Source: an optimization exercise on an open RTL-to-GDS flow (aim: small area, a short achievable clock period and few clock cycles). Production flows keep margins and buffers that such runs may drop.
The RTL of this run was laid out without a check of its function.
No activity file was given, so power comes from the tool's default toggle rates.

==> flow/flow/run.sh <==
#!/bin/bash
# Standard ORFS layout with three changes:
#  - synthesis skips Yosys's early "abc -fast", so full adders are extracted from the
#    RTL's own adder expressions (no inverters between adder cells); registers are
#    unchanged,
#  - ports are buffered with buf_2 instead of a delay buffer,
#  - repair_timing aims at a tighter setup margin.
set -u
sed -e 's/synth -nofsm -noshare/synth -nofsm -noshare -noabc/' synth_recipe.tcl > synth_noabc.tcl
bash standard.sh SYNTH_SCRIPT=$PWD/synth_noabc.tcl SETUP_SLACK_MARGIN=5.3 \
  "BUFFER_PORTS_ARGS=-buffer_cell sky130_fd_sc_hd__buf_2" finish > standard.log 2>&1
==> flow/standard.sh <==
#!/bin/bash
# synth_recipe.tcl (not shown) runs the flow's synth.tcl, then flattens the netlist and writes it again
# the make line also repeats each setting of config.mk as NAME=value (left out here)
make -C /OpenROAD-flow-scripts/flow DESIGN_CONFIG=/design/flow/config.mk WORK_HOME=/design/flow/orfs CLKGATE_MAP_FILE= SYNTH_SCRIPT=/design/flow/synth_recipe.tcl "${@:-finish}"
==> flow/config.mk <==
export PLATFORM = sky130hd
export DESIGN_NAME = systolic_array_os
export DESIGN_NICKNAME = systolic_array_os
export VERILOG_FILES = /design/flow/design.v
export SDC_FILE = /design/flow/constraint.sdc
export NUM_CORES = 4
export LEC_CHECK = 0
export CAP_MARGIN = 5
export CORE_MARGIN = 2
export CORE_UTILIZATION = 60
export CTS_CLUSTER_DIAMETER = 100
export CTS_CLUSTER_SIZE = 40
export SLEW_MARGIN = 5
==> flow/constraint.sdc <==
create_clock -name core_clock -period 10.0 [get_ports {clk}]
set_input_delay 2.0000 -clock core_clock [delete_from_list [all_inputs] [get_ports {clk}]]
set_output_delay 2.0000 -clock core_clock [all_outputs]
set_load 0.01 [all_outputs]
==> flow/design.v <==
package sys_array_pkg;
  localparam int unsigned DefaultRow  = 4;
  localparam int unsigned DefaultCol  = 4;
  localparam int unsigned DefaultEs   = 8;
  localparam int unsigned DefaultKMax = 64;
endpackage
module pe_mac #(
  parameter int unsigned ES    = 8,
  parameter int unsigned ACC_W = 22
) (
  input  logic             clk,
  input  logic             i_clr,
  input  logic             i_signed,
  input  logic [ES-1:0]    i_a,
  input  logic [ES-1:0]    i_b,
  output logic [ACC_W-1:0] o_acc
);
  logic [ACC_W-1:0] r_acc;
  logic [ACC_W-1:0] w_acc_q;
  logic w_pp_0_0;
  logic w_pp_0_1;
  logic w_pp_0_2;
  logic w_pp_0_3;
  logic w_pp_0_4;
  logic w_pp_0_5;
  logic w_pp_0_6;
  logic w_pp_0_7;
  logic w_pp_1_0;
  logic w_pp_1_1;
  logic w_pp_1_2;
  logic w_pp_1_3;
  logic w_pp_1_4;
  logic w_pp_1_5;
  logic w_pp_1_6;
  logic w_pp_1_7;
  logic w_pp_2_0;
  logic w_pp_2_1;
  logic w_pp_2_2;
  logic w_pp_2_3;
  logic w_pp_2_4;
  logic w_pp_2_5;
  logic w_pp_2_6;
  logic w_pp_2_7;
  logic w_pp_3_0;
  logic w_pp_3_1;
  logic w_pp_3_2;
  logic w_pp_3_3;
  logic w_pp_3_4;
  logic w_pp_3_5;
  logic w_pp_3_6;
  logic w_pp_3_7;
  logic w_pp_4_0;
  logic w_pp_4_1;
  logic w_pp_4_2;
  logic w_pp_4_3;
  logic w_pp_4_4;
  logic w_pp_4_5;
  logic w_pp_4_6;
  logic w_pp_4_7;
  logic w_pp_5_0;
  logic w_pp_5_1;
  logic w_pp_5_2;
  logic w_pp_5_3;
  logic w_pp_5_4;
  logic w_pp_5_5;
  logic w_pp_5_6;
  logic w_pp_5_7;
  logic w_pp_6_0;
  logic w_pp_6_1;
  logic w_pp_6_2;
  logic w_pp_6_3;
  logic w_pp_6_4;
  logic w_pp_6_5;
  logic w_pp_6_6;
  logic w_pp_6_7;
  logic w_pp_7_0;
  logic w_pp_7_1;
  logic w_pp_7_2;
  logic w_pp_7_3;
  logic w_pp_7_4;
  logic w_pp_7_5;
  logic w_pp_7_6;
  logic w_pp_7_7;
  logic w_s1, w_c2;
  logic w_s3, w_c4;
  logic w_s5, w_c6;
  logic w_s7, w_c8;
  logic w_s9, w_c10;
  logic w_s11, w_c12;
  logic w_s13, w_c14;
  logic w_s15, w_c16;
  logic w_s17, w_c18;
  logic w_s19, w_c20;
  logic w_s21, w_c22;
  logic w_s23, w_c24;
  logic w_s25, w_c26;
  logic w_s27, w_c28;
  logic w_s29, w_c30;
  logic w_s31, w_c32;
  logic w_s33, w_c34;
  logic w_s35, w_c36;
  logic w_s37, w_c38;
  logic w_s39, w_c40;
  logic w_s41, w_c42;
  logic w_s43, w_c44;
  logic w_s45, w_c46;
  logic w_s47, w_c48;
  logic w_s49, w_c50;
  logic w_s51, w_c52;
  logic w_s53, w_c54;
  logic w_s55, w_c56;
  logic w_s57, w_c58;
  logic w_s59, w_c60;
  logic w_s61, w_c62;
  logic w_s63, w_c64;
  logic w_s65, w_c66;
  logic w_s67, w_c68;
  logic w_s69, w_c70;
  logic w_s71, w_c72;
  logic w_s73, w_c74;
  logic w_s75, w_c76;
  logic w_s77, w_c78;
  logic w_s79, w_c80;
  logic w_s81, w_c82;
  logic w_s83, w_c84;
  logic w_s85, w_c86;
  logic w_s87, w_c88;
  logic w_s89, w_c90;
  logic w_s91, w_c92;
  logic w_s93, w_c94;
  logic w_s95, w_c96;
  logic w_s97, w_c98;
  logic w_s99, w_c100;
  logic w_s101, w_c102;
  logic w_s103, w_c104;
  logic w_s105, w_c106;
  logic w_s107, w_c108;
  logic w_s109, w_c110;
  logic w_s111, w_c112;
  logic w_s113, w_c114;
  logic w_s115, w_c116;
  logic w_s117, w_c118;
  logic w_s119, w_c120;
  logic w_s121, w_c122;
  logic w_s123, w_c124;
  logic w_s125, w_c126;
  logic w_s127, w_c128;
  logic w_s129, w_c130;
  logic [ACC_W-1:0] w_sum;
  logic w_g131, w_p132;
  logic w_g133, w_p134;
  logic w_g135, w_p136;
  logic w_g137, w_p138;
  logic w_g139, w_p140;
  logic w_g141, w_p142;
  logic w_g143, w_p144;
  logic w_g145, w_p146;
  logic w_g147, w_p148;
  logic w_g149, w_p150;
  logic w_g151, w_p152;
  logic w_g153, w_p154;
  logic w_g155, w_p156;
  logic w_g157, w_p158;
  logic w_g159;
  logic w_gg160;
  logic w_gg161;
  logic w_pp162;
  logic w_gg163;
  logic w_pp164;
  logic w_gg165;
  logic w_pp166;
  logic w_gg167;
  logic w_pp168;
  logic w_gg169;
  logic w_pp170;
  logic w_gg171;
  logic w_pp172;
  logic w_gg173;
  logic w_pp174;
  logic w_gg175;
  logic w_pp176;
  logic w_gg177;
  logic w_pp178;
  logic w_gg179;
  logic w_pp180;
  logic w_gg181;
  logic w_pp182;
  logic w_gg183;
  logic w_pp184;
  logic w_gg185;
  logic w_gg186;
  logic w_gg187;
  logic w_pp188;
  logic w_gg189;
  logic w_pp190;
  logic w_gg191;
  logic w_pp192;
  logic w_gg193;
  logic w_pp194;
  logic w_gg195;
  logic w_pp196;
  logic w_gg197;
  logic w_pp198;
  logic w_gg199;
  logic w_pp200;
  logic w_gg201;
  logic w_pp202;
  logic w_gg203;
  logic w_pp204;
  logic w_gg205;
  logic w_pp206;
  logic w_gg207;
  logic w_gg208;
  logic w_gg209;
  logic w_gg210;
  logic w_gg211;
  logic w_pp212;
  logic w_gg213;
  logic w_pp214;
  logic w_gg215;
  logic w_pp216;
  logic w_gg217;
  logic w_pp218;
  logic w_gg219;
  logic w_pp220;
  logic w_gg221;
  logic w_pp222;
  logic w_gg223;
  logic w_gg224;
  logic w_gg225;
  logic w_gg226;
  logic w_gg227;
  logic w_gg228;
  logic w_sm229;
  logic w_sm230;
  logic w_sm231;
  logic w_sm232;
  logic w_sm233;
  logic w_sm234;
  logic w_sm235;
  logic w_sm236;
  logic w_sm237;
  logic w_sm238;
  logic w_sm239;
  logic w_sm240;
  logic w_sm241;
  logic w_sm242;
  logic [5:0] w_hi0, w_hi1;
  assign w_acc_q = i_clr ? '0 : r_acc;
  assign w_pp_0_0 = i_a[0] & i_b[0];
  assign w_pp_0_1 = i_a[0] & i_b[1];
  assign w_pp_0_2 = i_a[0] & i_b[2];
  assign w_pp_0_3 = i_a[0] & i_b[3];
  assign w_pp_0_4 = i_a[0] & i_b[4];
  assign w_pp_0_5 = i_a[0] & i_b[5];
  assign w_pp_0_6 = i_a[0] & i_b[6];
  assign w_pp_0_7 = (i_a[0] & i_b[7]) ^ i_signed;
  assign w_pp_1_0 = i_a[1] & i_b[0];
  assign w_pp_1_1 = i_a[1] & i_b[1];
  assign w_pp_1_2 = i_a[1] & i_b[2];
  assign w_pp_1_3 = i_a[1] & i_b[3];
  assign w_pp_1_4 = i_a[1] & i_b[4];
  assign w_pp_1_5 = i_a[1] & i_b[5];
  assign w_pp_1_6 = i_a[1] & i_b[6];
  assign w_pp_1_7 = (i_a[1] & i_b[7]) ^ i_signed;
  assign w_pp_2_0 = i_a[2] & i_b[0];
  assign w_pp_2_1 = i_a[2] & i_b[1];
  assign w_pp_2_2 = i_a[2] & i_b[2];
  assign w_pp_2_3 = i_a[2] & i_b[3];
  assign w_pp_2_4 = i_a[2] & i_b[4];
  assign w_pp_2_5 = i_a[2] & i_b[5];
  assign w_pp_2_6 = i_a[2] & i_b[6];
  assign w_pp_2_7 = (i_a[2] & i_b[7]) ^ i_signed;
  assign w_pp_3_0 = i_a[3] & i_b[0];
  assign w_pp_3_1 = i_a[3] & i_b[1];
  assign w_pp_3_2 = i_a[3] & i_b[2];
  assign w_pp_3_3 = i_a[3] & i_b[3];
  assign w_pp_3_4 = i_a[3] & i_b[4];
  assign w_pp_3_5 = i_a[3] & i_b[5];
  assign w_pp_3_6 = i_a[3] & i_b[6];
  assign w_pp_3_7 = (i_a[3] & i_b[7]) ^ i_signed;
  assign w_pp_4_0 = i_a[4] & i_b[0];
  assign w_pp_4_1 = i_a[4] & i_b[1];
  assign w_pp_4_2 = i_a[4] & i_b[2];
  assign w_pp_4_3 = i_a[4] & i_b[3];
  assign w_pp_4_4 = i_a[4] & i_b[4];
  assign w_pp_4_5 = i_a[4] & i_b[5];
  assign w_pp_4_6 = i_a[4] & i_b[6];
  assign w_pp_4_7 = (i_a[4] & i_b[7]) ^ i_signed;
  assign w_pp_5_0 = i_a[5] & i_b[0];
  assign w_pp_5_1 = i_a[5] & i_b[1];
  assign w_pp_5_2 = i_a[5] & i_b[2];
  assign w_pp_5_3 = i_a[5] & i_b[3];
  assign w_pp_5_4 = i_a[5] & i_b[4];
  assign w_pp_5_5 = i_a[5] & i_b[5];
  assign w_pp_5_6 = i_a[5] & i_b[6];
  assign w_pp_5_7 = (i_a[5] & i_b[7]) ^ i_signed;
  assign w_pp_6_0 = i_a[6] & i_b[0];
  assign w_pp_6_1 = i_a[6] & i_b[1];
  assign w_pp_6_2 = i_a[6] & i_b[2];
  assign w_pp_6_3 = i_a[6] & i_b[3];
  assign w_pp_6_4 = i_a[6] & i_b[4];
  assign w_pp_6_5 = i_a[6] & i_b[5];
  assign w_pp_6_6 = i_a[6] & i_b[6];
  assign w_pp_6_7 = (i_a[6] & i_b[7]) ^ i_signed;
  assign w_pp_7_0 = (i_a[7] & i_b[0]) ^ i_signed;
  assign w_pp_7_1 = (i_a[7] & i_b[1]) ^ i_signed;
  assign w_pp_7_2 = (i_a[7] & i_b[2]) ^ i_signed;
  assign w_pp_7_3 = (i_a[7] & i_b[3]) ^ i_signed;
  assign w_pp_7_4 = (i_a[7] & i_b[4]) ^ i_signed;
  assign w_pp_7_5 = (i_a[7] & i_b[5]) ^ i_signed;
  assign w_pp_7_6 = (i_a[7] & i_b[6]) ^ i_signed;
  assign w_pp_7_7 = i_a[7] & i_b[7];
  assign w_s1 = w_pp_0_5 ^ w_pp_1_4;
  assign w_c2 = w_pp_0_5 & w_pp_1_4;
  assign w_s3 = w_pp_0_6 ^ w_pp_1_5 ^ w_pp_2_4;
  assign w_c4 = (w_pp_0_6 & w_pp_1_5) | (w_pp_0_6 & w_pp_2_4) | (w_pp_1_5 & w_pp_2_4);
  assign w_s5 = w_pp_3_3 ^ w_pp_4_2;
  assign w_c6 = w_pp_3_3 & w_pp_4_2;
  assign w_s7 = w_pp_1_6 ^ w_pp_2_5 ^ w_pp_3_4;
  assign w_c8 = (w_pp_1_6 & w_pp_2_5) | (w_pp_1_6 & w_pp_3_4) | (w_pp_2_5 & w_pp_3_4);
  assign w_s9 = w_pp_4_3 ^ w_pp_5_2 ^ w_pp_6_1;
  assign w_c10 = (w_pp_4_3 & w_pp_5_2) | (w_pp_4_3 & w_pp_6_1) | (w_pp_5_2 & w_pp_6_1);
  assign w_s11 = w_pp_0_7 ^ w_pp_7_0;
  assign w_c12 = w_pp_0_7 & w_pp_7_0;
  assign w_s13 = w_pp_2_6 ^ w_pp_3_5 ^ w_pp_4_4;
  assign w_c14 = (w_pp_2_6 & w_pp_3_5) | (w_pp_2_6 & w_pp_4_4) | (w_pp_3_5 & w_pp_4_4);
  assign w_s15 = w_pp_5_3 ^ w_pp_6_2 ^ i_signed;
  assign w_c16 = (w_pp_5_3 & w_pp_6_2) | (w_pp_5_3 & i_signed) | (w_pp_6_2 & i_signed);
  assign w_s17 = w_pp_1_7 ^ w_pp_7_1 ^ w_acc_q[8];
  assign w_c18 = (w_pp_1_7 & w_pp_7_1) | (w_pp_1_7 & w_acc_q[8]) | (w_pp_7_1 & w_acc_q[8]);
  assign w_s19 = w_pp_3_6 ^ w_pp_4_5 ^ w_pp_5_4;
  assign w_c20 = (w_pp_3_6 & w_pp_4_5) | (w_pp_3_6 & w_pp_5_4) | (w_pp_4_5 & w_pp_5_4);
  assign w_s21 = w_pp_6_3 ^ w_pp_2_7 ^ w_pp_7_2;
  assign w_c22 = (w_pp_6_3 & w_pp_2_7) | (w_pp_6_3 & w_pp_7_2) | (w_pp_2_7 & w_pp_7_2);
  assign w_s23 = w_pp_4_6 ^ w_pp_5_5 ^ w_pp_6_4;
  assign w_c24 = (w_pp_4_6 & w_pp_5_5) | (w_pp_4_6 & w_pp_6_4) | (w_pp_5_5 & w_pp_6_4);
  assign w_s25 = w_pp_0_3 ^ w_pp_1_2;
  assign w_c26 = w_pp_0_3 & w_pp_1_2;
  assign w_s27 = w_pp_0_4 ^ w_pp_1_3 ^ w_pp_2_2;
  assign w_c28 = (w_pp_0_4 & w_pp_1_3) | (w_pp_0_4 & w_pp_2_2) | (w_pp_1_3 & w_pp_2_2);
  assign w_s29 = w_pp_3_1 ^ w_pp_4_0;
  assign w_c30 = w_pp_3_1 & w_pp_4_0;
  assign w_s31 = w_pp_2_3 ^ w_pp_3_2 ^ w_pp_4_1;
  assign w_c32 = (w_pp_2_3 & w_pp_3_2) | (w_pp_2_3 & w_pp_4_1) | (w_pp_3_2 & w_pp_4_1);
  assign w_s33 = w_pp_5_0 ^ w_s1 ^ w_acc_q[5];
  assign w_c34 = (w_pp_5_0 & w_s1) | (w_pp_5_0 & w_acc_q[5]) | (w_s1 & w_acc_q[5]);
  assign w_s35 = w_pp_5_1 ^ w_pp_6_0 ^ w_c2;
  assign w_c36 = (w_pp_5_1 & w_pp_6_0) | (w_pp_5_1 & w_c2) | (w_pp_6_0 & w_c2);
  assign w_s37 = w_s5 ^ w_acc_q[6] ^ w_s3;
  assign w_c38 = (w_s5 & w_acc_q[6]) | (w_s5 & w_s3) | (w_acc_q[6] & w_s3);
  assign w_s39 = w_c6 ^ w_c4 ^ w_acc_q[7];
  assign w_c40 = (w_c6 & w_c4) | (w_c6 & w_acc_q[7]) | (w_c4 & w_acc_q[7]);
  assign w_s41 = w_s7 ^ w_s9 ^ w_s11;
  assign w_c42 = (w_s7 & w_s9) | (w_s7 & w_s11) | (w_s9 & w_s11);
  assign w_s43 = w_c8 ^ w_c10 ^ w_s13;
  assign w_c44 = (w_c8 & w_c10) | (w_c8 & w_s13) | (w_c10 & w_s13);
  assign w_s45 = w_c12 ^ w_s15 ^ w_s17;
  assign w_c46 = (w_c12 & w_s15) | (w_c12 & w_s17) | (w_s15 & w_s17);
  assign w_s47 = w_c14 ^ w_acc_q[9] ^ w_s19;
  assign w_c48 = (w_c14 & w_acc_q[9]) | (w_c14 & w_s19) | (w_acc_q[9] & w_s19);
  assign w_s49 = w_c16 ^ w_c18 ^ w_s21;
  assign w_c50 = (w_c16 & w_c18) | (w_c16 & w_s21) | (w_c18 & w_s21);
  assign w_s51 = w_c20 ^ w_pp_3_7 ^ w_pp_7_3;
  assign w_c52 = (w_c20 & w_pp_3_7) | (w_c20 & w_pp_7_3) | (w_pp_3_7 & w_pp_7_3);
  assign w_s53 = w_acc_q[10] ^ w_s23 ^ w_c22;
  assign w_c54 = (w_acc_q[10] & w_s23) | (w_acc_q[10] & w_c22) | (w_s23 & w_c22);
  assign w_s55 = w_pp_5_6 ^ w_pp_6_5 ^ w_c24;
  assign w_c56 = (w_pp_5_6 & w_pp_6_5) | (w_pp_5_6 & w_c24) | (w_pp_6_5 & w_c24);
  assign w_s57 = w_pp_4_7 ^ w_pp_7_4 ^ w_acc_q[11];
  assign w_c58 = (w_pp_4_7 & w_pp_7_4) | (w_pp_4_7 & w_acc_q[11]) | (w_pp_7_4 & w_acc_q[11]);
  assign w_s59 = w_pp_6_6 ^ w_pp_5_7 ^ w_pp_7_5;
  assign w_c60 = (w_pp_6_6 & w_pp_5_7) | (w_pp_6_6 & w_pp_7_5) | (w_pp_5_7 & w_pp_7_5);
  assign w_s61 = w_pp_0_2 ^ w_pp_1_1;
  assign w_c62 = w_pp_0_2 & w_pp_1_1;
  assign w_s63 = w_pp_2_1 ^ w_pp_3_0 ^ w_s25;
  assign w_c64 = (w_pp_2_1 & w_pp_3_0) | (w_pp_2_1 & w_s25) | (w_pp_3_0 & w_s25);
  assign w_s65 = w_c26 ^ w_s29 ^ w_acc_q[4];
  assign w_c66 = (w_c26 & w_s29) | (w_c26 & w_acc_q[4]) | (w_s29 & w_acc_q[4]);
  assign w_s67 = w_c30 ^ w_c28 ^ w_s31;
  assign w_c68 = (w_c30 & w_c28) | (w_c30 & w_s31) | (w_c28 & w_s31);
  assign w_s69 = w_c32 ^ w_s35 ^ w_c34;
  assign w_c70 = (w_c32 & w_s35) | (w_c32 & w_c34) | (w_s35 & w_c34);
  assign w_s71 = w_c36 ^ w_c38 ^ w_s39;
  assign w_c72 = (w_c36 & w_c38) | (w_c36 & w_s39) | (w_c38 & w_s39);
  assign w_s73 = w_c40 ^ w_s43 ^ w_c42;
  assign w_c74 = (w_c40 & w_s43) | (w_c40 & w_c42) | (w_s43 & w_c42);
  assign w_s75 = w_c44 ^ w_s47 ^ w_c46;
  assign w_c76 = (w_c44 & w_s47) | (w_c44 & w_c46) | (w_s47 & w_c46);
  assign w_s77 = w_c48 ^ w_s51 ^ w_c50;
  assign w_c78 = (w_c48 & w_s51) | (w_c48 & w_c50) | (w_s51 & w_c50);
  assign w_s79 = w_c52 ^ w_s55 ^ w_s57;
  assign w_c80 = (w_c52 & w_s55) | (w_c52 & w_s57) | (w_s55 & w_s57);
  assign w_s81 = w_acc_q[12] ^ w_c56 ^ w_c58;
  assign w_c82 = (w_acc_q[12] & w_c56) | (w_acc_q[12] & w_c58) | (w_c56 & w_c58);
  assign w_s83 = w_pp_6_7 ^ w_pp_7_6 ^ w_acc_q[13];
  assign w_c84 = (w_pp_6_7 & w_pp_7_6) | (w_pp_6_7 & w_acc_q[13]) | (w_pp_7_6 & w_acc_q[13]);
  assign w_s85 = w_pp_0_1 ^ w_pp_1_0;
  assign w_c86 = w_pp_0_1 & w_pp_1_0;
  assign w_s87 = w_pp_2_0 ^ w_s61 ^ w_acc_q[2];
  assign w_c88 = (w_pp_2_0 & w_s61) | (w_pp_2_0 & w_acc_q[2]) | (w_s61 & w_acc_q[2]);
  assign w_s89 = w_c62 ^ w_acc_q[3] ^ w_s63;
  assign w_c90 = (w_c62 & w_acc_q[3]) | (w_c62 & w_s63) | (w_acc_q[3] & w_s63);
  assign w_s91 = w_s27 ^ w_c64 ^ w_s65;
  assign w_c92 = (w_s27 & w_c64) | (w_s27 & w_s65) | (w_c64 & w_s65);
  assign w_s93 = w_c66 ^ w_s33 ^ w_s67;
  assign w_c94 = (w_c66 & w_s33) | (w_c66 & w_s67) | (w_s33 & w_s67);
  assign w_s95 = w_c68 ^ w_s37 ^ w_s69;
  assign w_c96 = (w_c68 & w_s37) | (w_c68 & w_s69) | (w_s37 & w_s69);
  assign w_s97 = w_s41 ^ w_c70 ^ w_s71;
  assign w_c98 = (w_s41 & w_c70) | (w_s41 & w_s71) | (w_c70 & w_s71);
  assign w_s99 = w_c72 ^ w_s45 ^ w_s73;
  assign w_c100 = (w_c72 & w_s45) | (w_c72 & w_s73) | (w_s45 & w_s73);
  assign w_s101 = w_s49 ^ w_c74 ^ w_s75;
  assign w_c102 = (w_s49 & w_c74) | (w_s49 & w_s75) | (w_c74 & w_s75);
  assign w_s103 = w_s53 ^ w_c76 ^ w_s77;
  assign w_c104 = (w_s53 & w_c76) | (w_s53 & w_s77) | (w_c76 & w_s77);
  assign w_s105 = w_c54 ^ w_s79 ^ w_c78;
  assign w_c106 = (w_c54 & w_s79) | (w_c54 & w_c78) | (w_s79 & w_c78);
  assign w_s107 = w_s59 ^ w_c80 ^ w_s81;
  assign w_c108 = (w_s59 & w_c80) | (w_s59 & w_s81) | (w_c80 & w_s81);
  assign w_s109 = w_c60 ^ w_s83 ^ w_c82;
  assign w_c110 = (w_c60 & w_s83) | (w_c60 & w_c82) | (w_s83 & w_c82);
  assign w_s111 = w_pp_7_7 ^ w_acc_q[14] ^ w_c84;
  assign w_c112 = (w_pp_7_7 & w_acc_q[14]) | (w_pp_7_7 & w_c84) | (w_acc_q[14] & w_c84);
  assign w_s113 = i_signed ^ w_acc_q[15];
  assign w_c114 = i_signed & w_acc_q[15];
  assign w_s115 = i_signed ^ w_acc_q[16];
  assign w_c116 = i_signed & w_acc_q[16];
  assign w_s117 = i_signed ^ w_acc_q[17];
  assign w_c118 = i_signed & w_acc_q[17];
  assign w_s119 = i_signed ^ w_acc_q[18];
  assign w_c120 = i_signed & w_acc_q[18];
  assign w_s121 = i_signed ^ w_acc_q[19];
  assign w_c122 = i_signed & w_acc_q[19];
  assign w_s123 = i_signed ^ w_acc_q[20];
  assign w_c124 = i_signed & w_acc_q[20];
  assign w_s125 = i_signed ^ w_acc_q[21];
  assign w_c126 = i_signed & w_acc_q[21];
  assign w_s127 = w_pp_0_0 ^ w_acc_q[0];
  assign w_c128 = w_pp_0_0 & w_acc_q[0];
  assign w_s129 = w_acc_q[1] ^ w_s85 ^ w_c128;
  assign w_c130 = (w_acc_q[1] & w_s85) | (w_acc_q[1] & w_c128) | (w_s85 & w_c128);
  assign w_g131 = w_c86 & w_s87;
  assign w_p132 = w_c86 ^ w_s87;
  assign w_g133 = w_c88 & w_s89;
  assign w_p134 = w_c88 ^ w_s89;
  assign w_g135 = w_c90 & w_s91;
  assign w_p136 = w_c90 ^ w_s91;
  assign w_g137 = w_c92 & w_s93;
  assign w_p138 = w_c92 ^ w_s93;
  assign w_g139 = w_c94 & w_s95;
  assign w_p140 = w_c94 ^ w_s95;
  assign w_g141 = w_c96 & w_s97;
  assign w_p142 = w_c96 ^ w_s97;
  assign w_g143 = w_c98 & w_s99;
  assign w_p144 = w_c98 ^ w_s99;
  assign w_g145 = w_c100 & w_s101;
  assign w_p146 = w_c100 ^ w_s101;
  assign w_g147 = w_c102 & w_s103;
  assign w_p148 = w_c102 ^ w_s103;
  assign w_g149 = w_c104 & w_s105;
  assign w_p150 = w_c104 ^ w_s105;
  assign w_g151 = w_c106 & w_s107;
  assign w_p152 = w_c106 ^ w_s107;
  assign w_g153 = w_c108 & w_s109;
  assign w_p154 = w_c108 ^ w_s109;
  assign w_g155 = w_c110 & w_s111;
  assign w_p156 = w_c110 ^ w_s111;
  assign w_g157 = w_c112 & w_s113;
  assign w_p158 = w_c112 ^ w_s113;
  assign w_g159 = w_g131 | (w_p132 & w_c130);
  assign w_gg160 = w_g133 | (w_p134 & w_g159);
  assign w_gg161 = w_g135 | (w_p136 & w_g133);
  assign w_pp162 = w_p136 & w_p134;
  assign w_gg163 = w_g137 | (w_p138 & w_g135);
  assign w_pp164 = w_p138 & w_p136;
  assign w_gg165 = w_g139 | (w_p140 & w_g137);
  assign w_pp166 = w_p140 & w_p138;
  assign w_gg167 = w_g141 | (w_p142 & w_g139);
  assign w_pp168 = w_p142 & w_p140;
  assign w_gg169 = w_g143 | (w_p144 & w_g141);
  assign w_pp170 = w_p144 & w_p142;
  assign w_gg171 = w_g145 | (w_p146 & w_g143);
  assign w_pp172 = w_p146 & w_p144;
  assign w_gg173 = w_g147 | (w_p148 & w_g145);
  assign w_pp174 = w_p148 & w_p146;
  assign w_gg175 = w_g149 | (w_p150 & w_g147);
  assign w_pp176 = w_p150 & w_p148;
  assign w_gg177 = w_g151 | (w_p152 & w_g149);
  assign w_pp178 = w_p152 & w_p150;
  assign w_gg179 = w_g153 | (w_p154 & w_g151);
  assign w_pp180 = w_p154 & w_p152;
  assign w_gg181 = w_g155 | (w_p156 & w_g153);
  assign w_pp182 = w_p156 & w_p154;
  assign w_gg183 = w_g157 | (w_p158 & w_g155);
  assign w_pp184 = w_p158 & w_p156;
  assign w_gg185 = w_gg161 | (w_pp162 & w_g159);
  assign w_gg186 = w_gg163 | (w_pp164 & w_gg160);
  assign w_gg187 = w_gg165 | (w_pp166 & w_gg161);
  assign w_pp188 = w_pp166 & w_pp162;
  assign w_gg189 = w_gg167 | (w_pp168 & w_gg163);
  assign w_pp190 = w_pp168 & w_pp164;
  assign w_gg191 = w_gg169 | (w_pp170 & w_gg165);
  assign w_pp192 = w_pp170 & w_pp166;
  assign w_gg193 = w_gg171 | (w_pp172 & w_gg167);
  assign w_pp194 = w_pp172 & w_pp168;
  assign w_gg195 = w_gg173 | (w_pp174 & w_gg169);
  assign w_pp196 = w_pp174 & w_pp170;
  assign w_gg197 = w_gg175 | (w_pp176 & w_gg171);
  assign w_pp198 = w_pp176 & w_pp172;
  assign w_gg199 = w_gg177 | (w_pp178 & w_gg173);
  assign w_pp200 = w_pp178 & w_pp174;
  assign w_gg201 = w_gg179 | (w_pp180 & w_gg175);
  assign w_pp202 = w_pp180 & w_pp176;
  assign w_gg203 = w_gg181 | (w_pp182 & w_gg177);
  assign w_pp204 = w_pp182 & w_pp178;
  assign w_gg205 = w_gg183 | (w_pp184 & w_gg179);
  assign w_pp206 = w_pp184 & w_pp180;
  assign w_gg207 = w_gg187 | (w_pp188 & w_g159);
  assign w_gg208 = w_gg189 | (w_pp190 & w_gg160);
  assign w_gg209 = w_gg191 | (w_pp192 & w_gg185);
  assign w_gg210 = w_gg193 | (w_pp194 & w_gg186);
  assign w_gg211 = w_gg195 | (w_pp196 & w_gg187);
  assign w_pp212 = w_pp196 & w_pp188;
  assign w_gg213 = w_gg197 | (w_pp198 & w_gg189);
  assign w_pp214 = w_pp198 & w_pp190;
  assign w_gg215 = w_gg199 | (w_pp200 & w_gg191);
  assign w_pp216 = w_pp200 & w_pp192;
  assign w_gg217 = w_gg201 | (w_pp202 & w_gg193);
  assign w_pp218 = w_pp202 & w_pp194;
  assign w_gg219 = w_gg203 | (w_pp204 & w_gg195);
  assign w_pp220 = w_pp204 & w_pp196;
  assign w_gg221 = w_gg205 | (w_pp206 & w_gg197);
  assign w_pp222 = w_pp206 & w_pp198;
  assign w_gg223 = w_gg211 | (w_pp212 & w_g159);
  assign w_gg224 = w_gg213 | (w_pp214 & w_gg160);
  assign w_gg225 = w_gg215 | (w_pp216 & w_gg185);
  assign w_gg226 = w_gg217 | (w_pp218 & w_gg186);
  assign w_gg227 = w_gg219 | (w_pp220 & w_gg207);
  assign w_gg228 = w_gg221 | (w_pp222 & w_gg208);
  assign w_sm229 = w_p132 ^ w_c130;
  assign w_sm230 = w_p134 ^ w_g159;
  assign w_sm231 = w_p136 ^ w_gg160;
  assign w_sm232 = w_p138 ^ w_gg185;
  assign w_sm233 = w_p140 ^ w_gg186;
  assign w_sm234 = w_p142 ^ w_gg207;
  assign w_sm235 = w_p144 ^ w_gg208;
  assign w_sm236 = w_p146 ^ w_gg209;
  assign w_sm237 = w_p148 ^ w_gg210;
  assign w_sm238 = w_p150 ^ w_gg223;
  assign w_sm239 = w_p152 ^ w_gg224;
  assign w_sm240 = w_p154 ^ w_gg225;
  assign w_sm241 = w_p156 ^ w_gg226;
  assign w_sm242 = w_p158 ^ w_gg227;
  assign w_sum[1:0] = {w_s129, w_s127};
  assign w_sum[15:2] = {w_sm242, w_sm241, w_sm240, w_sm239, w_sm238, w_sm237, w_sm236, w_sm235, w_sm234, w_sm233, w_sm232, w_sm231, w_sm230, w_sm229};
  assign w_hi0 = {w_c124, w_c122, w_c120, w_c118, w_c116, w_c114} + {w_s125, w_s123, w_s121, w_s119, w_s117, w_s115};
  assign w_hi1 = {w_c124, w_c122, w_c120, w_c118, w_c116, w_c114} + {w_s125, w_s123, w_s121, w_s119, w_s117, w_s115} + 1'b1;
  assign w_sum[21:16] = w_gg228 ? w_hi1 : w_hi0;
  always_ff @(posedge clk) begin
    r_acc <= w_sum;
  end
  assign o_acc = r_acc;
endmodule
module systolic_array_os #(
  parameter int unsigned ROW   = sys_array_pkg::DefaultRow,
  parameter int unsigned COL   = sys_array_pkg::DefaultCol,
  parameter int unsigned ES    = sys_array_pkg::DefaultEs,
  parameter int unsigned K_MAX = sys_array_pkg::DefaultKMax,
  parameter int unsigned ACC_W = 2 * ES + $clog2(K_MAX)
) (
  input  logic                         clk,
  input  logic                         rst_n,
  input  logic                         start,
  input  logic [$clog2(K_MAX+1)-1:0]   k_len,
  input  logic                         signed_mode,
  input  logic                         in_vld,
  output logic                         in_rdy,
  input  logic [ROW*ES-1:0]            a_vec,
  input  logic [COL*ES-1:0]            b_vec,
  output logic                         out_vld,
  input  logic                         out_rdy,
  output logic [COL*ACC_W-1:0]         out_row,
  output logic [$clog2(ROW)-1:0]       out_row_idx,
  output logic                         out_last,
  output logic                         busy,
  output logic                         done
);
  localparam int unsigned KW = $clog2(K_MAX + 1);
  localparam int unsigned RW = $clog2(ROW);
  logic          r_feed;       
  logic          r_zero;       
  logic          r_first;      
  logic [KW-1:0] r_k_rem;      
  logic          r_signed;
  logic [ES-1:0] r_a_n [ROW];
  logic [ES-1:0] r_b_n [COL];
  logic [ROW-1:0] r_clr;       
  logic          r_last;       
  logic          r_out_vld;
  logic [RW-1:0] r_row;
  logic          r_row_last;   
  logic [ROW-1:0] r_row_sel;   
  logic          r_rdy_any;    
  logic          r_rdy_last;   
  logic [KW-1:0]    w_k_clamp;
  logic             w_start, w_acc_free, w_in_rdy, w_fire, w_issue, w_xfer;
  logic             w_feed_d, w_zero_d, w_first_d, w_last_d, w_out_vld_d, w_row_last_d;
  logic [RW-1:0]    w_row_d;
  logic [ACC_W-1:0] w_acc [ROW][COL];
  assign w_k_clamp = (k_len > KW'(K_MAX)) ? KW'(K_MAX) : k_len;
  assign w_start   = start & ~busy;
  assign w_xfer    = r_out_vld & out_rdy;
  assign w_acc_free = ~r_last & (~r_out_vld | (r_row_last & out_rdy));
  assign w_in_rdy   = r_rdy_any | (r_rdy_last & out_rdy);
  assign w_fire     = in_vld & w_in_rdy;
  assign w_issue    = w_fire | (r_zero & w_acc_free);
  always_comb begin
    w_feed_d  = r_feed;
    w_zero_d  = r_zero;
    w_first_d = r_first;
    if (w_start) begin
      w_feed_d  = (w_k_clamp != '0);
      w_zero_d  = (w_k_clamp == '0);
      w_first_d = 1'b1;
    end else begin
      if (w_fire) begin
        w_first_d = 1'b0;
        if (r_k_rem == KW'(1)) w_feed_d = 1'b0;
      end
      if (r_zero && w_acc_free) w_zero_d = 1'b0;
    end
    w_last_d     = w_issue & (r_zero | (r_k_rem == KW'(1)));
    w_out_vld_d  = r_out_vld;
    w_row_d      = r_row;
    w_row_last_d = r_row_last;
    if (r_last) begin
      w_out_vld_d  = 1'b1;
      w_row_d      = '0;
      w_row_last_d = 1'b0;
    end else if (w_xfer) begin
      w_out_vld_d  = ~r_row_last;
      w_row_d      = r_row + RW'(1);
      w_row_last_d = (r_row == RW'(ROW - 2));
    end
  end
  always_ff @(posedge clk) begin
    if (!rst_n) begin
      r_feed     <= 1'b0;
      r_zero     <= 1'b0;
      r_first    <= 1'b0;
      r_clr      <= '1;
      r_last     <= 1'b0;
      r_out_vld  <= 1'b0;
      r_row      <= '0;
      r_row_last <= 1'b0;
      r_row_sel  <= '0;
      r_rdy_any  <= 1'b0;
      r_rdy_last <= 1'b0;
    end else begin
      r_feed     <= w_feed_d;
      r_zero     <= w_zero_d;
      r_first    <= w_first_d;
      r_clr      <= {ROW{w_xfer}} & r_row_sel;
      r_last     <= w_last_d;
      r_out_vld  <= w_out_vld_d;
      r_row      <= w_row_d;
      r_row_last <= w_row_last_d;
      for (int r = 0; r < ROW; r++) r_row_sel[r] <= w_out_vld_d & (w_row_d == RW'(r));
      r_rdy_any  <= w_feed_d & (~w_first_d | (~w_last_d & ~w_out_vld_d));
      r_rdy_last <= w_feed_d & w_first_d & ~w_last_d & w_row_last_d;
    end
  end
  always_ff @(posedge clk) begin
    if (w_start) begin
      r_k_rem <= w_k_clamp;
    end else if (w_fire) begin
      r_k_rem <= r_k_rem - KW'(1);
    end
  end
  always_ff @(posedge clk) begin
    if (!rst_n) begin
      r_signed <= 1'b0;
    end else if (w_start) begin
      r_signed <= signed_mode;
    end
  end
  always_ff @(posedge clk) begin
    for (int r = 0; r < ROW; r++) r_a_n[r] <= ~((w_fire & rst_n) ? a_vec[r*ES +: ES] : '0);
    for (int c = 0; c < COL; c++) r_b_n[c] <= ~b_vec[c*ES +: ES];
  end
  for (genvar gr = 0; gr < ROW; gr++) begin : g_row
    for (genvar gc = 0; gc < COL; gc++) begin : g_col
      pe_mac #(
        .ES   (ES),
        .ACC_W(ACC_W)
      ) u_pe (
        .clk     (clk),
        .i_clr   (r_clr[gr]),
        .i_signed(r_signed),
        .i_a     (~r_a_n[gr]),
        .i_b     (~r_b_n[gc]),
        .o_acc   (w_acc[gr][gc])
      );
    end
  end
  always_comb begin
    out_row = '0;
    for (int r = 0; r < ROW; r++)
      for (int c = 0; c < COL; c++)
        out_row[c*ACC_W +: ACC_W] = out_row[c*ACC_W +: ACC_W] | (w_acc[r][c] & {ACC_W{r_row_sel[r]}});
  end
  assign in_rdy      = w_in_rdy;
  assign out_vld     = r_out_vld;
  assign out_row_idx = r_row;
  assign out_last    = r_row_last;
  assign busy        = r_feed | r_zero;
  assign done        = r_row_last & out_rdy;
endmodule
==> out/qor.yml <==
antenna_found_initial: 4
core.rowCount: 109
fin_cells: 6827
wl_per_cell_um: 23.5
drc_errors: 0
synth_cell_types: 71
antenna_cells: 0
crit_path_max_fanout: 55
grt_max_degree: 56
swShare_pct: 40.8
gr-total-overflow: 0
cts_tree: "yes"
firstDrtPassIters: 24
htree_levels: 1
syn-mean-instance-area_sq_um: 9.54
synthArstFlopShare_pct: 0
worstHoldPathType: "register to register"
core_sq_um: 88500
vias: 41200
worstMarginPinSlew_ns: 0.926
seq_area_frac_synth_pct: 16.6
grt_pass1_vias: 42600
p_clk_share_pct: 20.1
critPathArrivalTime_ns: 2.71
drtIter0Drc: 3364
status: "finished clean"
placed_cells: 6716
nFillCells: 7201
required_ns: 8.00
drv_cap: 0
critPathLaunchType: "register"
hold_violations: 0
initial_core_util_pct: 60.6
synth_warnings: 7
pwr-share-comb_pct: 47.6
syn_to_final_growth_pct: 10.9
setup_viol: 0
cts_sinks: 442
grt_usage_pct: 34.5
ys.flop_type: "dfxtp_1"
clock_path_buffers: 3
ys_seq_elements: 442
reg2reg_slack_ns: 5.35
crit_type: "register to output pin"
p_int_mw: 4.67
leakagePower_nw: 30.2
tns_ns: 0
fmaxAchievable_mhz: 212
ios: 172
grt_pass1_wl_um: 244000
synth_edf_count: 7
path_cells: "buf_8 > a22oi_1 > nand2_1 > buf_2"
rsz0062_at_grt: "true"
cpPeakStageDelay_ns: 0.63
insertion_delay_ns: 0.68
viasPerCell: 6.03
synth_top_area_cell: "fa_1"
drive_gt1_share_pct: 11.6
dieArea_sq_um: 91700
finClkSkew_ns: 0.0330
final_nets: 7093
portBuffers: 171
end_kind: "output pin"
crit_slowest_cell: "dfxtp_4"
routed_wl_um: 160000
synth_nets: 7072
period_needed_ns: 4.71
dpl.hpwl_um: 107000
seqPwrFrac_pct: 32.3
root_buffer: "clkbuf_16"
cts_buffers: 31
netlist_instances: 5616
netlist_area_sq_um: 53600
die_h_um: 303
synth_top_area_share_pct: 31.7
switching_power_mw: 3.21
power_density_nw_per_um2: 133
die_w_um: 303
cts.clk_slew.worst_paths_ns: 0.11
max_slew_margin_pct: 38.3
synth.area.top_cells: "fa_1 32%, dfxtp_1 16%, ha_1 12%, nor2_1 8.0%, xor2_1 5.4%"
gp_congestion: 0.896
finalCritPeriodShare_pct: 47.1
drv_slew: 0
antenna_left: 0
ir_drop_mv: 0.170
## through the flow
stage	utilization, %	hold WS [ns]	power, mW	area, sq um	setup WS (ns)
3_3_place_gp	64.3	0.514	6.18	56900	4.62
4_1_cts	66.1	0.537	7.85	58500	5.30
3_5_place_dp	64.3	0.514	6.23	56900	4.54
5_1_grt	67.1	0.550	8.42	59400	5.24
6_report	67.1	0.535	7.89	59400	5.29
2_1_floorplan	-	0.499	5.44	55500	4.86
## sequential cells by signal (all words and copies together), names as in the netlist
signal and flops:
r_clr 4, r_row_last 1, r_k_rem 7, r_signed 1, g_row.g_col.u_pe.r_acc 352, r_b_n 32, r_feed 1, r_zero 1
r_row 2, r_first 1, r_a_n 32, r_rdy_last 1, r_last 1, r_out_vld 1, r_rdy_any 1, r_row_sel 4
## synthesized netlist by cell type, drive strengths merged, types with 2 or more instances
| library cell | number |
|---|---|
| a2111oi | 3 |
| a211oi | 48 |
| a21boi | 4 |
| a21o | 74 |
| a21oi | 214 |
| a221oi | 2 |
| a22oi | 189 |
| a311o | 14 |
| a31oi | 12 |
| a32oi | 2 |
| and2 | 23 |
| and3 | 28 |
| buf | 87 |
| clkbuf | 220 |
| dfxtp | 435 |
| edfxtp | 7 |
| fa | 848 |
| ha | 531 |
| inv | 130 |
| mux2 | 16 |
| nand2 | 258 |
| nand2b | 8 |
| nand3 | 42 |
| nand3b | 8 |
| nand4 | 43 |
| nand4b | 2 |
| nor2 | 1136 |
| nor2b | 394 |
| nor3 | 9 |
| nor4 | 3 |
| o2111ai | 12 |
| o211ai | 16 |
| o21a | 9 |
| o21ai | 161 |
| o21bai | 10 |
| o22ai | 12 |
| o311ai | 2 |
| or4 | 11 |
| xnor2 | 248 |
| xor2 | 329 |
## critical path: cells and delay by family (launching register included)
family	cells	cell delay [ns]
compound gates	1	0.24
flops	1	0.63
buf+inv	2	0.68
simple gates	1	0.45
## per-layer routing
| metal | vias to the layer above | share of wire, % | global-route usage [%] | wire, um |
|---|---|---|---|---|
| li1 | 18500 | - | - | - |
| met1 | 20800 | 42 | 48.3 | 66800 |
| met2 | 1589 | 46 | 55.7 | 73200 |
| met3 | 277 | 9.0 | 5.82 | 14400 |
| met4 | 0 | 3.7 | 9.30 | 5910 |
| met5 | - | 0 | 0 | 0 |
## power by group through the flow
stage / logic [mW] / clock network, mW / registers (mW)
floorplan: 3.02 / 0 / 2.42
global route: 4.17 / 1.67 / 2.58
global placement: 3.58 / 0 / 2.59
CTS: 3.70 / 1.61 / 2.55
detailed placement: 3.64 / 0 / 2.59
finish: 3.76 / 1.59 / 2.55
## area by class of cell
cell class | count | area, sq um | area share (%)
multi-input cells | 4737 | 44600 | 75.0
flip-flops and latches | 442 | 9020 | 15.2
repair buffers | 295 | 2690 | 4.52
well taps | 1165 | 1460 | 2.45
clock buffers | 32 | 779 | 1.31
inverters | 130 | 488 | 0.821
clock inverters | 26 | 435 | 0.733
## final timing paths
kind	startpoint	endpoint	cells after the start
worst max-delay path	r_row_sel[3]	out_row[36]	4
worst min-delay path	r_row_last	r_row_last	2
worst max register to register	r_a_n[2][7]	g_row[2].g_col[2].u_pe.r_acc[17]	13
worst min register to register	r_row_last	r_row_last	2
## cell families after synthesis
family,share of synthesized area [%]
DFF,16.6
and+or+nand+nor,16.4
muxes,0.355
AOI/OAI and AO/OA,9.95
buffers and inverters,3.12
xor gates and xnor gates,9.43
adders and majority gates,44.1
## what timing repair did
action	4_1_cts	5_1_grt
hold buffers	0	0
gates cloned	3	7
resized for setup	32	99
setup endpoints to repair	223	94
setup buffers	10	33
pin swaps	0	13
## cells in the final DEF (no fill, tap or decap), drive strengths merged, types with 8 or more instances in the layout
cell type	netlist	layout
nor3	9	9
xnor2	248	248
o21ai	161	161
inv	130	147
o22ai	12	12
a22oi	189	189
mux2	16	16
o211ai	16	16
nand4	43	43
nor2b	394	394
fa	848	848
nand3b	8	8
xor2	329	329
nand2b	8	8
a21o	74	74
o2111ai	12	12
nand3	42	42
ha	531	531
o21bai	10	10
nor2	1136	1136
o21a	9	9
a21oi	214	214
a311o	14	14
and2	23	23
buf	87	285
clkbuf	220	40
or4	11	11
nand2	258	258
a211oi	48	48
a31oi	12	12
and3	28	28
dfxtp	435	435

-- separate check: timing with driven ports --
The results above use ideal ports. As a check the final layout listed here was re-extracted and re-timed, cells and wires unchanged. Step 1: set_driving_cell puts a clkbuf_16 on clk and a buf_2 on each other input, an assumption about the parent block. Step 2, shift: input delay + t, output delay - t, t = (earliest + latest rising clock arrival at the registers) / 2. This alone moves slack from input paths to output paths. Slacks: no drivers / after step 1 / after step 2; pairs: no drivers / after step 1.
t, ns: 0.734
setup slack, ns: 5.288 / 5.215 / 5.350
worst setup path at the end: register to register
After both steps this run still meets setup and hold. The setup slack of this run moves by -0.073 ns with the drivers and by +0.062 ns with both steps.
